What follows belongs to an exercise in optimizing a design on an open flow for small area, a short achievable clock period and few clock cycles; a production flow would make more cautious choices.
The RTL was checked by simulation tests, not by an equivalence proof against the original design.

==> inputs of run a <==
// bankers_safe_grant
module bankers_safe_grant (
  input  logic                            clk_i,
  input  logic                            rst_ni,
  input  logic                            start,
  output logic                            busy,
  input  logic [68:0]                     in_i,
  output logic                            done_o,
  output logic [3:0]                      res_o,
  input  logic                            cfg_valid_i,
  output logic                            cfg_ready_o,
  input  logic [bsg_pkg::CFG_IDX_W-1:0]   cfg_index_i,
  input  logic [bsg_pkg::CFG_DATA_W-1:0]  cfg_data_i
);
  localparam int NP = bsg_pkg::PROCESSES;
  localparam int NR = bsg_pkg::RESOURCES;
  localparam int AW = bsg_pkg::AMOUNT_W;
  localparam int PW = bsg_pkg::PROC_W;
  logic        a_v_q;
  logic [68:0] a_q;
  logic [NP-1:0] asel_q;    
  logic            b_q;
  logic            rb_q;      
  logic [NP-1:0]   bsel_q;    
  logic [AW-1:0]   breq_q  [NR];
  logic [AW-1:0]   work_q  [NR];
  logic [NR-1:0]   ov_q;
  logic [NP-1:0]   fit_q;
  logic [NP-1:0]   fin_q;
  logic [NP-1:0]   np_q;
  logic [NR-1:0]   nr_q;
  logic [AW-1:0]   avail_q [NR];
  logic [AW-1:0]   alloc_q [NP][NR];
  logic [AW:0]     need_q  [NP][NR];
  logic            done_q;
  logic [3:0]      res_q;
  logic          issue;
  logic [1:0]    act;
  logic [PW-1:0] p;
  logic          is_req, ld_avail, ld_max, ld_alloc;
  logic [NP-1:0] row_q;     
  logic [NP-1:0] asel_n, bsel_n;
  logic [AW:0]   need_row  [NR];
  logic [AW-1:0] alloc_row [NR];
  logic [AW-1:0] amt     [NR];
  logic [AW:0]   need_w  [NR];
  logic [AW-1:0] alloc_w [NR];
  logic [AW-1:0] avail_w [NR];
  logic [NR-1:0] claim, short, fitp;
  logic [AW-1:0] work    [NR];
  logic [NR-1:0] ov;
  logic [NP-1:0] cmp     [NR];
  ...
Settings: LEC_CHECK=0, CAP_MARGIN=20, CORE_MARGIN=2, CORE_UTILIZATION=40, SETUP_SLACK_MARGIN=5, SLEW_MARGIN=20, TNS_END_PERCENT=5; clock period 11.0 ns.
run.sh (not shown) runs the stock make flow with config.mk's settings and CLKGATE_MAP_FILE= SYNTH_SCRIPT=/design/flow/synth_recipe.tcl, a recipe that flattens the netlist after the stock synthesis.
==> run b: changes against run a <==
==> flow/design.v (replaced) <==
package bsg_pkg;
  localparam int PROCESSES  = 8;
  localparam int RESOURCES  = 4;
  localparam int AMOUNT_W   = 16;
  localparam int PROC_W     = 3;
  localparam int SUM_W      = AMOUNT_W + $clog2(PROCESSES + 1);
  localparam int CFG_IDX_W  = 2;
  localparam int CFG_DATA_W = 4;
  localparam logic [1:0] ACT_LOAD_AVAIL = 2'd0;
  localparam logic [1:0] ACT_LOAD_MAX   = 2'd1;
  localparam logic [1:0] ACT_LOAD_ALLOC = 2'd2;
  localparam logic [1:0] ACT_REQUEST    = 2'd3;
  localparam logic [2:0] ST_GRANTED = 3'd0;
  localparam logic [2:0] ST_CLAIM   = 3'd1;
  localparam logic [2:0] ST_AVAIL   = 3'd2;
  localparam logic [2:0] ST_UNSAFE  = 3'd3;
  localparam logic [2:0] ST_LOADED  = 3'd4;
  localparam logic [CFG_IDX_W-1:0] REG_PROCS = 2'd0;
  localparam logic [CFG_IDX_W-1:0] REG_RES   = 2'd1;
endpackage
module bsg_lane (
  input  logic [bsg_pkg::AMOUNT_W:0]   need_i,      
  input  logic [bsg_pkg::AMOUNT_W-1:0] alloc_i,     
  input  logic [bsg_pkg::AMOUNT_W-1:0] avail_i,
  input  logic [bsg_pkg::AMOUNT_W-1:0] amt_i,
  input  logic                         rb_i,        
  input  logic                         ld_max_i,
  input  logic                         ld_alloc_i,
  input  logic                         req_i,
  output logic [bsg_pkg::AMOUNT_W:0]   need_w_o,
  output logic [bsg_pkg::AMOUNT_W-1:0] alloc_w_o,
  output logic [bsg_pkg::AMOUNT_W-1:0] avail_w_o,
  output logic                         claim_o,     
  output logic                         short_o,     
  output logic                         fitp_o,      
  input  logic [bsg_pkg::PROCESSES*bsg_pkg::AMOUNT_W-1:0]     col_alloc_i,
  input  logic [bsg_pkg::PROCESSES*(bsg_pkg::AMOUNT_W+1)-1:0] col_need_i,
  input  logic [bsg_pkg::PROCESSES-1:0] fit_q_i,
  input  logic [bsg_pkg::AMOUNT_W-1:0]  work_q_i,
  input  logic                          ov_q_i,
  input  logic                          en_i,
  output logic [bsg_pkg::AMOUNT_W-1:0]  work_o,
  output logic                          ov_o,
  output logic [bsg_pkg::PROCESSES-1:0] cmp_o
);
  localparam int AW = bsg_pkg::AMOUNT_W;
  localparam int NP = bsg_pkg::PROCESSES;
  localparam int SW = bsg_pkg::SUM_W;
  logic          use_n, use_a, neg_a, neg_x;
  logic [AW:0]   na, nb, nc;
  assign use_n = rb_i || !ld_max_i;
  assign use_a = !rb_i && (ld_max_i || ld_alloc_i);
  assign neg_a = !rb_i && ld_max_i;
  assign neg_x = !rb_i && !ld_max_i;
  assign na = use_n ? need_i : '0;
  assign nb = use_a ? ({1'b0, alloc_i} ^ {(AW+1){neg_a}}) : '0;
  assign nc = {1'b0, amt_i} ^ {(AW+1){neg_x}};
  assign need_w_o = na + nb + nc + (AW+1)'(neg_a || neg_x);
  logic [AW-1:0] aa;
  assign aa = (rb_i || req_i) ? alloc_i : '0;
  assign alloc_w_o = rb_i ? aa - amt_i : aa + amt_i;
  logic [AW:0] vd;
  assign vd = {1'b0, avail_i} - {1'b0, amt_i};
  assign short_o = vd[AW];
  assign avail_w_o = rb_i ? avail_i + amt_i : (req_i ? vd[AW-1:0] : amt_i);
  assign claim_o = need_i[AW] || need_w_o[AW];
  assign fitp_o  = need_i[AW] || (need_i[AW-1:0] <= avail_i);
  logic [SW-1:0] sum;
  always_comb begin
    sum = SW'(work_q_i);
    for (int i = 0; i < NP; i++) begin
      sum = sum + SW'(col_alloc_i[i*AW +: AW] & {AW{fit_q_i[i]}});
    end
  end
  assign work_o = rb_i ? sum[AW-1:0] : vd[AW-1:0];
  assign ov_o   = rb_i && (ov_q_i || (sum[SW-1:AW] != '0));
  for (genvar i = 0; i < NP; i++) begin : g_cmp
    logic [AW:0] nd;
    assign nd = col_need_i[i*(AW+1) +: AW+1];
    assign cmp_o[i] = !en_i || ov_o || nd[AW] || (nd[AW-1:0] <= work_o);
  end
endmodule
module bsg_merge (
  input  logic [bsg_pkg::RESOURCES-1:0] claim_i,
  input  logic [bsg_pkg::RESOURCES-1:0] short_i,
  input  logic [bsg_pkg::RESOURCES-1:0] en_i,
  output logic [2:0]                    fail_o
);
  localparam int RESOURCES = bsg_pkg::RESOURCES;
  always_comb begin
    fail_o = bsg_pkg::ST_GRANTED;
    for (int r = RESOURCES - 1; r >= 0; r--) begin
      if (en_i[r]) begin
        if (claim_i[r])      fail_o = bsg_pkg::ST_CLAIM;
        else if (short_i[r]) fail_o = bsg_pkg::ST_AVAIL;
      end
    end
  end
endmodule
module bankers_safe_grant (
  input  logic                            clk_i,
  input  logic                            rst_ni,
  input  logic                            start,
  output logic                            busy,
  input  logic [68:0]                     in_i,
  output logic                            done_o,
  output logic [3:0]                      res_o,
  input  logic                            cfg_valid_i,
  output logic                            cfg_ready_o,
  input  logic [bsg_pkg::CFG_IDX_W-1:0]   cfg_index_i,
  input  logic [bsg_pkg::CFG_DATA_W-1:0]  cfg_data_i
);
  localparam int NP = bsg_pkg::PROCESSES;
  localparam int NR = bsg_pkg::RESOURCES;
  localparam int AW = bsg_pkg::AMOUNT_W;
  localparam int PW = bsg_pkg::PROC_W;
  logic        a_v_q;
  logic [68:0] a_q;
  logic            b_q;
  logic [PW-1:0]   bp_q;
  logic [AW-1:0]   breq_q  [NR];
  logic [AW-1:0]   work_q  [NR];
  logic [NR-1:0]   ov_q;
  logic [NP-1:0]   fit_q;
  logic [NP-1:0]   fin_q;
  logic [NP-1:0]   np_q;
  logic [NR-1:0]   nr_q;
  logic [AW-1:0]   avail_q [NR];
  logic [AW-1:0]   alloc_q [NP][NR];
  logic [AW:0]     need_q  [NP][NR];
  logic            done_q;
  logic [3:0]      res_q;
  logic          issue;
  logic [1:0]    act;
  logic [PW-1:0] p;
  logic          is_req, ld_avail, ld_max, ld_alloc;
  logic [PW-1:0] row;
  logic [AW-1:0] amt     [NR];
  logic [AW:0]   need_w  [NR];
  logic [AW-1:0] alloc_w [NR];
  logic [AW-1:0] avail_w [NR];
  logic [NR-1:0] claim, short, fitp;
  logic [AW-1:0] work    [NR];
  logic [NR-1:0] ov;
  logic [NP-1:0] cmp     [NR];
  logic [2:0]    fail;
  logic [NP-1:0] fit, fin_base;
  logic          all_fin, none_fit, p_ok, pass, go_rounds, commit, rollback;
  assign busy        = a_v_q && b_q;
  assign issue       = a_v_q && !b_q;
  assign cfg_ready_o = 1'b1;
  assign done_o      = done_q;
  assign res_o       = res_q;
  assign act      = a_q[68:67];
  assign p        = a_q[66:64];
  assign is_req   = act == bsg_pkg::ACT_REQUEST;
  assign ld_avail = act == bsg_pkg::ACT_LOAD_AVAIL;
  assign ld_max   = act == bsg_pkg::ACT_LOAD_MAX;
  assign ld_alloc = act == bsg_pkg::ACT_LOAD_ALLOC;
  assign row      = b_q ? bp_q : p;
  for (genvar r = 0; r < NR; r++) begin : g_lane
    logic [NP*AW-1:0]     col_alloc;
    logic [NP*(AW+1)-1:0] col_need;
    for (genvar i = 0; i < NP; i++) begin : g_col
      assign col_alloc[i*AW +: AW]         = alloc_q[i][r];
      assign col_need[i*(AW+1) +: AW+1]    = need_q[i][r];
    end
    assign amt[r] = b_q ? breq_q[r] : a_q[63-16*r -: 16];
    bsg_lane u_lane (
      .need_i      (need_q[row][r]),
      .alloc_i     (alloc_q[row][r]),
      .avail_i     (avail_q[r]),
      .amt_i       (amt[r]),
      .rb_i        (b_q),
      .ld_max_i    (ld_max),
      .ld_alloc_i  (ld_alloc),
      .req_i       (is_req),
      .need_w_o    (need_w[r]),
      .alloc_w_o   (alloc_w[r]),
      .avail_w_o   (avail_w[r]),
      .claim_o     (claim[r]),
      .short_o     (short[r]),
      .fitp_o      (fitp[r]),
      .col_alloc_i (col_alloc),
      .col_need_i  (col_need),
      .fit_q_i     (fit_q),
      .work_q_i    (work_q[r]),
      .ov_q_i      (ov_q[r]),
      .en_i        (nr_q[r]),
      .work_o      (work[r]),
      .ov_o        (ov[r]),
      .cmp_o       (cmp[r])
    );
  end
  bsg_merge u_merge (
    .claim_i (claim),
    .short_i (short),
    .en_i    (nr_q),
    .fail_o  (fail)
  );
  always_comb begin
    for (int i = 0; i < NP; i++) begin
      if (!b_q && PW'(i) == p) fit[i] = np_q[i] && &(fitp | ~nr_q);
      else fit[i] = (b_q ? !fin_q[i] : np_q[i]) && cmp[0][i] && cmp[1][i] && cmp[2][i] && cmp[3][i];
    end
  end
  assign fin_base  = b_q ? fin_q : ~np_q;
  assign all_fin   = &(fin_base | fit);
  assign none_fit  = fit == '0;
  assign p_ok      = np_q[p];
  assign pass      = issue && is_req && p_ok && fail == bsg_pkg::ST_GRANTED;
  assign commit    = pass && (all_fin || !none_fit);
  assign go_rounds = pass && !all_fin && !none_fit;
  assign rollback  = b_q && !all_fin && none_fit;
  always_ff @(posedge clk_i or negedge rst_ni) begin
    if (!rst_ni) begin
      a_v_q  <= 1'b0;
      b_q    <= 1'b0;
      done_q <= 1'b0;
      res_q  <= '0;
      np_q   <= '1;
      nr_q   <= '1;
      for (int r = 0; r < NR; r++) begin
        avail_q[r] <= '0;
        for (int i = 0; i < NP; i++) begin
          alloc_q[i][r] <= '0;
          need_q[i][r]  <= '0;
        end
      end
    end else begin
      if (!busy) a_v_q <= start;
      if (cfg_valid_i) begin
        if (cfg_index_i == bsg_pkg::REG_PROCS) begin
          for (int i = 0; i < NP; i++) np_q[i] <= 4'(i) < cfg_data_i;
        end else if (cfg_index_i == bsg_pkg::REG_RES) begin
          for (int r = 0; r < NR; r++) nr_q[r] <= 3'(r) < cfg_data_i[2:0];
        end
      end
      done_q <= 1'b0;
      if (issue) begin
        if (!is_req) begin
          done_q <= 1'b1;
          res_q  <= {1'b0, bsg_pkg::ST_LOADED};
        end else if (!p_ok) begin
          done_q <= 1'b1;
          res_q  <= {1'b0, bsg_pkg::ST_CLAIM};
        end else if (fail != bsg_pkg::ST_GRANTED) begin
          done_q <= 1'b1;
          res_q  <= {1'b0, fail};
        end else if (all_fin) begin
          done_q <= 1'b1;
          res_q  <= {1'b1, bsg_pkg::ST_GRANTED};
        end else if (none_fit) begin
          done_q <= 1'b1;
          res_q  <= {1'b0, bsg_pkg::ST_UNSAFE};
        end
      end
      if (b_q) begin
        if (all_fin) begin
          done_q <= 1'b1;
          res_q  <= {1'b1, bsg_pkg::ST_GRANTED};
        end else if (none_fit) begin
          done_q <= 1'b1;
          res_q  <= {1'b0, bsg_pkg::ST_UNSAFE};
        end
      end
      if (issue) b_q <= go_rounds;
      else if (b_q) b_q <= !all_fin && !none_fit;
      for (int r = 0; r < NR; r++) begin
        if ((issue && ld_avail) || ((commit || rollback) && nr_q[r]))
          avail_q[r] <= avail_w[r];
        for (int i = 0; i < NP; i++) begin
          if (row == PW'(i)) begin
            if ((issue && ld_alloc) || ((commit || rollback) && nr_q[r]))
              alloc_q[i][r] <= alloc_w[r];
            if ((issue && (ld_max || ld_alloc)) || ((commit || rollback) && nr_q[r]))
              need_q[i][r] <= need_w[r];
          end
        end
      end
    end
  end
  always_ff @(posedge clk_i) begin
    if (!busy) a_q <= in_i;
    if (issue) begin
      bp_q <= p;
      for (int r = 0; r < NR; r++) breq_q[r] <= a_q[63-16*r -: 16];
    end
    if (issue || b_q) begin
      fit_q <= fit;
      fin_q <= fin_base | fit;
      for (int r = 0; r < NR; r++) begin
        work_q[r] <= work[r];
        ov_q[r]   <= ov[r];
      end
    end
  end
endmodule
SETUP_SLACK_MARGIN = unset   (was 5)
TNS_END_PERCENT = unset   (was 5)
==> run c: changes against run a <==
--- a/flow/design.v
+++ b/flow/design.v
@@ -34,12 +34,13 @@
   output logic [bsg_pkg::AMOUNT_W-1:0] avail_w_o,
   output logic                         claim_o,     
   output logic                         short_o,     
   output logic                         fitp_o,      
   input  logic [bsg_pkg::PROCESSES*bsg_pkg::AMOUNT_W-1:0]     col_alloc_i,
   input  logic [bsg_pkg::PROCESSES*(bsg_pkg::AMOUNT_W+1)-1:0] col_need_i,
+  input  logic [bsg_pkg::PROCESSES-1:0] col_nv_i,    
   input  logic [bsg_pkg::PROCESSES-1:0] fit_q_i,
   input  logic [bsg_pkg::AMOUNT_W-1:0]  work_q_i,
   input  logic                          ov_q_i,
   input  logic                          en_i,
   output logic [bsg_pkg::AMOUNT_W-1:0]  work_o,      
   output logic                          ov_o,
@@ -120,13 +121,13 @@
   logic          tov;
   assign tgt = round_i ? work_q_i : work0;
   assign tov = round_i && ov_q_i;
   for (genvar i = 0; i < NP; i++) begin : g_cmp
     logic [AW:0] nd;
     assign nd = col_need_i[i*(AW+1) +: AW+1];
-    assign cmp_o[i] = !en_i || tov || nd[AW] || le(nd[AW-1:0], tgt);
+    assign cmp_o[i] = !en_i || tov || !col_nv_i[i] || nd[AW] || le(nd[AW-1:0], tgt);
   end
 endmodule
 module bsg_merge (
   input  logic [bsg_pkg::RESOURCES-1:0] claim_i,
   input  logic [bsg_pkg::RESOURCES-1:0] short_i,
   input  logic [bsg_pkg::RESOURCES-1:0] en_i,
@@ -173,12 +174,16 @@
   logic [NP-1:0]   fin_q;
   logic [NP-1:0]   np_q;
   logic [NR-1:0]   nr_q;
   logic [AW-1:0]   avail_q [NR];
   logic [AW-1:0]   alloc_q [NP][NR];
   logic [AW:0]     need_q  [NP][NR];
+  logic [NR-1:0]   vv_q;
+  logic [NR-1:0]   va_q    [NP];
+  logic [NR-1:0]   vn_q    [NP];
+  logic [AW-1:0]   avail_rd [NR];
   logic            done_q;
   logic [3:0]      res_q;
   logic          issue;
   logic [1:0]    act;
   logic [PW-1:0] p;
   logic          is_req, ld_avail, ld_max, ld_alloc;
@@ -212,29 +217,32 @@
     for (int i = 0; i < NP; i++) asel_n[i] = busy ? asel_q[i] : in_i[66:64] == PW'(i);
   end
   assign bsel_n   = issue ? asel_q : bsel_q;
   for (genvar r = 0; r < NR; r++) begin : g_lane
     logic [NP*AW-1:0]     col_alloc;
     logic [NP*(AW+1)-1:0] col_need;
+    logic [NP-1:0]        col_nv;
     for (genvar i = 0; i < NP; i++) begin : g_col
-      assign col_alloc[i*AW +: AW]         = alloc_q[i][r];
+      assign col_alloc[i*AW +: AW]         = alloc_q[i][r] & {AW{va_q[i][r]}};
       assign col_need[i*(AW+1) +: AW+1]    = need_q[i][r];
+      assign col_nv[i]                     = vn_q[i][r];
     end
     always_comb begin
       need_row[r]  = '0;
       alloc_row[r] = '0;
       for (int i = 0; i < NP; i++) begin
-        need_row[r]  = need_row[r]  | (need_q[i][r]  & {(AW+1){row_q[i]}});
-        alloc_row[r] = alloc_row[r] | (alloc_q[i][r] & {AW{row_q[i]}});
+        need_row[r]  = need_row[r]  | (need_q[i][r]  & {(AW+1){row_q[i] && vn_q[i][r]}});
+        alloc_row[r] = alloc_row[r] | (alloc_q[i][r] & {AW{row_q[i] && va_q[i][r]}});
       end
     end
+    assign avail_rd[r] = avail_q[r] & {AW{vv_q[r]}};
     assign amt[r] = rb_q ? breq_q[r] : a_q[63-16*r -: 16];
     bsg_lane u_lane (
       .need_i      (need_row[r]),
       .alloc_i     (alloc_row[r]),
-      .avail_i     (avail_q[r]),
+      .avail_i     (avail_rd[r]),
       .amt_i       (amt[r]),
       .req_amt_i   (a_q[63-16*r -: 16]),
       .rb_i        (rb_q),
       .round_i     (b_q),
       .ld_max_i    (ld_max),
       .ld_alloc_i  (ld_alloc),
@@ -244,12 +252,13 @@
       .avail_w_o   (avail_w[r]),
       .claim_o     (claim[r]),
       .short_o     (short[r]),
       .fitp_o      (fitp[r]),
       .col_alloc_i (col_alloc),
       .col_need_i  (col_need),
+      .col_nv_i    (col_nv),
       .fit_q_i     (fit_q),
       .work_q_i    (work_q[r]),
       .ov_q_i      (ov_q[r]),
       .en_i        (nr_q[r]),
       .work_o      (work[r]),
       .ov_o        (ov[r]),
@@ -280,18 +289,16 @@
       b_q    <= 1'b0;
       rb_q   <= 1'b0;
       done_q <= 1'b0;
       res_q  <= '0;
       np_q   <= '1;
       nr_q   <= '1;
-      for (int r = 0; r < NR; r++) begin
-        avail_q[r] <= '0;
-        for (int i = 0; i < NP; i++) begin
-          alloc_q[i][r] <= '0;
-          need_q[i][r]  <= '0;
-        end
+      vv_q   <= '0;
+      for (int i = 0; i < NP; i++) begin
+        va_q[i] <= '0;
+        vn_q[i] <= '0;
       end
     end else begin
       if (!busy) a_v_q <= start;
       if (cfg_valid_i) begin
         if (cfg_index_i == bsg_pkg::REG_PROCS) begin
           for (int i = 0; i < NP; i++) np_q[i] <= 4'(i) < cfg_data_i;
@@ -329,25 +336,37 @@
       end
       if (issue) b_q <= pass && !all_fin && !none_fit;
       else if (b_q) b_q <= !all_fin && !none_fit;
       rb_q <= (pass || b_q) && !all_fin && none_fit;
       for (int r = 0; r < NR; r++) begin
         if ((issue && ld_avail) || (wr_req && nr_q[r]))
-          avail_q[r] <= avail_w[r];
+          vv_q[r] <= 1'b1;
         for (int i = 0; i < NP; i++) begin
           if (row_q[i]) begin
             if ((issue && ld_alloc) || (wr_req && nr_q[r]))
-              alloc_q[i][r] <= alloc_w[r];
+              va_q[i][r] <= 1'b1;
             if ((issue && (ld_max || ld_alloc)) || (wr_req && nr_q[r]))
-              need_q[i][r] <= need_w[r];
+              vn_q[i][r] <= 1'b1;
           end
         end
       end
     end
   end
   always_ff @(posedge clk_i) begin
+    for (int r = 0; r < NR; r++) begin
+      if ((issue && ld_avail) || (wr_req && nr_q[r]))
+        avail_q[r] <= avail_w[r];
+      for (int i = 0; i < NP; i++) begin
+        if (row_q[i]) begin
+          if ((issue && ld_alloc) || (wr_req && nr_q[r]))
+            alloc_q[i][r] <= alloc_w[r];
+          if ((issue && (ld_max || ld_alloc)) || (wr_req && nr_q[r]))
+            need_q[i][r] <= need_w[r];
+        end
+      end
+    end
     if (!busy) a_q <= in_i;
     asel_q <= asel_n;
     bsel_q <= bsel_n;
     row_q  <= ((pass || b_q) && !all_fin && none_fit) ? bsel_n : asel_n;
     if (issue) begin
       for (int r = 0; r < NR; r++) breq_q[r] <= a_q[63-16*r -: 16];
==> notes <==
Critical path depth, lowest first: run a, run c, run b.
Utilization, lowest first: run a, run b, run c.
Sequential share of layout area, highest first: run c, run a, run b.
Run c completed with no timing, DRC or antenna violations. Run a completed without violations. Run b finished with timing, DRC and antenna clean.
Of run a and run c, run a has the higher die area (gap about 5.6%, measured against run c).
The highest count of clock-buffer cells in the layout belongs to run b, the lowest to run c.
Between run b and run c, the lower global-route usage is in run b (gap 0.44 points).
Against run b, the first-iteration DRC count of run a is smaller by 1.3%.
Wire length, lowest first: run a, run c, run b.
The lowest non-clock buffer count belongs to run a, the highest to run c.
Synthesized area: run a > run b > run c.
Testbench counts of run a, summed over its fixed seeds: cycles 12,508.
Testbench counts of run b, summed over its fixed seeds: cycles 9,938.
Testbench counts of run c, summed over its fixed seeds: cycles 12,508.

==> what the ideal ports hide <==
In the flow no input, the clock included, has a driving cell. The finished layouts below were timed again as built, in two steps. Step 1 assumes that a clkbuf_16 drives the clock port and a buf_2 every other input. Step 2 adds t to the input delays and takes it off the output delays; t is the mean of the earliest and latest rising clock arrival at the registers after step 1. Input paths then give back, and output paths get back, about the clock's delay inside the block. a / b / c = ideal / step 1 / step 2; a / b = the first two.
run	shift t [ns]	setup slack, ns	hold WS [ns]	pins driven straight from the clock port
run a	0.955	4.861 / 4.861 / 4.861	0.449 / 0.449 / 0.449	1
run b	0.941	0.240 / 0.240 / 0.240	0.500 / 0.500 / 0.500	1
run c	0.930	4.747 / 4.747 / 4.747	0.453 / 0.453 / 0.453	1
After both steps setup and hold are still met in every run listed.
